From an optimization exercise on the open Yosys and OpenROAD flow, aimed at small area, a short achievable clock period and few clock cycles; shortcuts taken in it are not production practice.
No functional check of the RTL was part of any run shown here.
Power is estimated from default activity; no workload was simulated.

==> flow/design.v, too long to show whole: its modules and the start of the top module <==
// module mac_sat_21: 952 lines
// module csa_fa: 10 lines
// module csa_ha: 9 lines
// module w21_col_mac_seq: 55 lines
module w21_col_mac_seq (
    input  logic                    clk,
    input  logic                    rst,
    input  logic                    start,
    output logic [ADDR_W-1:0]       adrs_clm,
    input  logic signed [D_W-1:0]   w_in,
    input  logic signed [D_W-1:0]   x_in,
    output logic                    busy,
    output logic                    done,
    output logic signed [D_W-1:0]   result
);
  // ...
==> flow/run.sh <==
#!/bin/bash
# synth_recipe.tcl (not shown) runs the flow's synth.tcl, then flattens the netlist and writes it again
# the make line also repeats each setting of config.mk as NAME=value (left out here)
make -C /OpenROAD-flow-scripts/flow DESIGN_CONFIG=/design/flow/config.mk WORK_HOME=/design/flow/orfs CLKGATE_MAP_FILE= SYNTH_SCRIPT=/design/flow/synth_recipe.tcl finish
==> flow/config.mk <==
export PLATFORM = sky130hd
export DESIGN_NAME = w21_col_mac_seq
export DESIGN_NICKNAME = w21_col_mac_seq
export VERILOG_FILES = /design/flow/design.v
export SDC_FILE = /design/flow/constraint.sdc
export NUM_CORES = 4
export LEC_CHECK = 0
export ABC_CLOCK_PERIOD_IN_PS = 3000
export CAP_MARGIN = 20
export CORE_MARGIN = 2
export CORE_UTILIZATION = 40
export SLEW_MARGIN = 20
export SYNTH_HIERARCHICAL = 1
==> flow/constraint.sdc <==
create_clock -name core_clock -period 9.0 [get_ports {clk}]
set_input_delay 1.8000 -clock core_clock [delete_from_list [all_inputs] [get_ports {clk}]]
set_output_delay 1.8000 -clock core_clock [all_outputs]
set_load 0.01 [all_outputs]
==> results_dict.tcl, run 1 <==
set metrics [dict create \
    n_fill_cell 4338 \
    grt-busiest-layer "met2" \
    syn_nets 2116 \
    finalNonFillerCells 2340 \
    cp_common_cell "fa_1" \
    firstDrtPassIters 6 \
    async_reset_ff_share_pct 7.487 \
    finalPower_mw 8.847 \
    status "complete, no violations" \
    synthAdderAreaFrac_pct 32.37 \
    seq_cells 187 \
    yosysTopAreaCellShare_pct 27.82 \
    clock_latency_ns 0.49 \
    regMostFlops "u_mac.acc_a" \
    setup_slack_ns 3.998 \
    pg_comb_mw 6.59 \
    n_antenna_cell 0 \
    combPwrFrac_pct 74.5 \
    worst_clock_skew_ns 0.01603 \
    rows 78 \
    cts_root_buffer "clkbuf_16" \
    drive_gt1_share_pct 7.126 \
    cts_buffer_depth 2 \
    r2r-start "first" \
    multi_input_area_um2 13660 \
    cts_tree "built" \
    grt_usage_pct 21.89 \
]
==> inputs of run 2 (changes only) <==
--- a/flow/config.mk
+++ b/flow/config.mk
@@ -9,5 +9,6 @@
 export CAP_MARGIN = 20
 export CORE_MARGIN = 2
 export CORE_UTILIZATION = 40
+export SETUP_SLACK_MARGIN = 5
 export SLEW_MARGIN = 20
 export SYNTH_HIERARCHICAL = 1
==> results_dict.tcl, run 2 <==
set metrics [dict create \
    clock_sinks 187 \
    viasPerCell 5.775 \
    crit_required_ns 9.38 \
    netlist_area_um2 18140 \
    n_antenna_cell 0 \
    leakage_nw 7.459 \
    numCtsBuffers 17 \
    yosysTopAreaCellShare_pct 27.82 \
    htree_levels 4 \
    crit_chain "a22oi_1 -> xnor2_1 -> fa_1 -> fa_1 -> fa_1 -> fa_1 -> fa_1 -> fa_1" \
    drc 0 \
    synthCells 1753 \
    slew_headroom_pct 53.18 \
    grt_max_degree 31 \
    grt_use_met1_pct 32.37 \
    final_common_cell "xnor2_1" \
    finalSetupViolations 0 \
    dieArea_um2 47060 \
    n_fill_cell 4214 \
    grt-busiest-layer "met2" \
    endpoint_kind "flip-flop" \
    worst_pin_slew_ns 0.7015 \
    io_buffers 76 \
    cp_common_cell "fa_1" \
    core_um2 45090 \
    async_reset_ff_share_pct 7.487 \
    place.gp.congestion 0.8716 \
    routed_wl_um 51360 \
    die_h_um 216.9 \
    regMostFlops "u_mac.acc_a" \
    firstDrtPassIters 6 \
    nets 2106 \
    ioPinCount 77 \
    cts_root_buffer "clkbuf_16" \
    avgSynthCellArea_um2 10.35 \
    top_regs "u_mac.acc_a x50, u_mac.acc_b x49" \
    clk_pin_slew_ns 0.07 \
    power_density_nw_per_um2 451.8 \
    grt_remaining_overflow 0 \
    yosys-top-cells-area "fa_1 (28%), dfxtp_1 (19%), xnor2_1 (12%), a22oi_1 (8.4%), ha_1 (4.6%)" \
    cap_violations 0 \
    worst_clock_skew_ns 0.01528 \
    die_w_um 216.9 \
    synth_seq_cells 187 \
    crit_slowest_cell "dfxtp_2" \
    rsz0062_at_grt "false" \
    fmax_mhz 253.3 \
    critPathKind "reg -> reg" \
    crit_family "adder cells" \
    yosysSeqAreaShare_pct 21.03 \
    finalMaxSlewViolations 0 \
    syn2layout_area_growth_pct 11.08 \
    largest_register_ff_count 50 \
    wl_per_cell_um 21.81 \
    grt_use_met2_pct 33.06 \
    start_kind "flip-flop" \
    synth_top_area_cell "fa_1" \
    clock_latency_ns 0.50 \
    synth_edf_count 0 \
    drt-initial-drc-count 1379 \
    hold_viol 0 \
    cts_buffer_depth 2 \
    syn_nets 2116 \
    num_vias 13601 \
    antenna_found_initial 0 \
    layout_common_cells "xnor2_1 (246), fa_1 (241), a22oi_1 (202)" \
    grt_pass1_wl_um 81410 \
    critical_path.max_stage_delay_ns 0.72 \
    start_util_pct 40.22 \
    ys_types 89 \
    min_period_ns 3.948 \
    ir_worst_vdd_mv 0.2178 \
    hold-worst-slack_ns 0.4572 \
    first_global_vias 14034 \
    period_share_pct 43.86 \
    synth_commonest_cells "fa_1 (252), xnor2_1 (246), a22oi_1 (202)" \
    synth_top_flop_cell "dfxtp_1" \
    fin_util_pct 44.68 \
    rows 78 \
    cp.arrival_ns 4.33 \
    dp_hpwl_um 36830 \
    crit_buf_inv 0 \
    yosysMostFrequentCell "fa_1" \
    drive_gt1_share_pct 9.972 \
    min_path_type "reg -> reg" \
    status "complete, no violations" \
    setup_tns_ns 0 \
    cts_tree "built" \
    yosysWarnings 8 \
    met3_usage_pct 5.744 \
    detail-route-antenna-nets 0 \
    cp_max_fo 21 \
    grt_usage_pct 22.50 \
]
run 2: cell types whose count changed in the layout (fill, tap and decap cells not counted), moves of 3 or more:
cell	change
buf_4	+10
buf_6	+3
dfxtp_1	-19
dfxtp_2	+13
dfxtp_4	+6
fa_1	-11
fa_2	+11
run 2: kinds of logic after synthesis:
group / share of synthesized area (%)
AO/OA/AOI/OAI: 17.43
AND/OR/NAND/NOR: 11.47
adder cells (fa/ha/maj): 32.37
XOR/XNOR: 13.56
flip-flops: 21.03
buffers and inverters: 3.677
multiplexers: 0.4553
run 2: per-stage QoR:
stage	worst slack [ns]	area (µm²)	cells	power [mW]
3_3_place_gp	4.184	19280	2312	7.999
4_1_cts	4.948	20030	2350	9.088
3_5_place_dp	4.146	19290	2312	8.234
5_1_grt	5.000	20150	2355	10.13
2_1_floorplan	5.008	18170	1753	6.323
6_report	5.052	20150	2355	9.101
run 2: path summary, 6_finish.rpt:
path / from / endpoint / slack, ns / depth (start not counted)
min in group asynchronous: rst / addr[2] / 1.71 / 2
worst min-delay path: last / fin / 0.46 / 0
worst min register to register: last / fin / 0.46 / 0
worst max register to register: u_mac.w_q[10] / u_mac.acc_b[26] / 5.05 / 8
worst max-delay path: u_mac.w_q[10] / u_mac.acc_b[26] / 5.05 / 8
max in group asynchronous: rst / first / 6.77 / 2
run 2: area by class of cell:
class	count	area [µm²]	share of cell area, %
inverters	10	41.29	0.2050
repair buffers	121	1155	5.733
repair inverters	1	7.507	0.03726
clock inverters	10	127.6	0.6335
multi-input cells	1405	13730	68.17
clock buffers	21	471.7	2.341
flip-flops and latches	187	3859	19.15
well taps	600	750.7	3.726
run 2: per-layer routing:
layer | routed length (µm) | vias up | part of all wire, %
li1 | - | 6083 | -
met2 | 22240 | 633 | 43
met1 | 23530 | 6806 | 46
met3 | 4682 | 79 | 9.1
met5 | 0 | - | 0
met4 | 915 | 0 | 1.8
run 2: timing repair:
item | 4_1_cts | 5_1_grt
hold buffers | 0 | 0
endpoints found under the setup margin | 46 | 28
pin swaps | 1 | 5
gates cloned | 1 | 1
buffers inserted | 6 | 4
gates resized for setup | 30 | 23
run 2: modules after synthesis, one instance, submodules excluded:
module           area (µm²)  flops+latches
w21_col_mac_seq       711.9             14
csa_ha                12.51              0
csa_fa                20.02              0
mac_sat_21            12150            173
run 2: power by group:
group          internal [mW]  switching [mW]
Combinational           3.03            3.77
Sequential              1.27           0.229
Clock                  0.435           0.358

what the ideal ports hide:
The results above use ideal ports. As a check the final layouts listed here were re-extracted and re-timed, cells and wires unchanged. Step 1 (the two cells are an assumption about what drives the block):
set clk [get_ports {clk}]
set_driving_cell -lib_cell sky130_fd_sc_hd__clkbuf_16 $clk
set_driving_cell -lib_cell sky130_fd_sc_hd__buf_2 [delete_from_list [all_inputs] $clk]
Step 2, shift: input delay + t, output delay - t, t = (earliest + latest rising clock arrival at the registers) / 2. This alone moves slack from input paths to output paths. a / b / c = no drivers / after step 1 / after step 2; a / b = the first two.
run	t, ns	slack for setup (ns)	worst setup path at the end	latest minus earliest clock arrival (ns)	cell pins on the clock port's net
run 1	0.538	3.998 / 3.998 / 3.998	register to register	0.019 / 0.019	1
run 2	0.542	5.052 / 5.052 / 5.052	register to register	0.016 / 0.017	1
After both steps setup and hold are still met in every run listed.
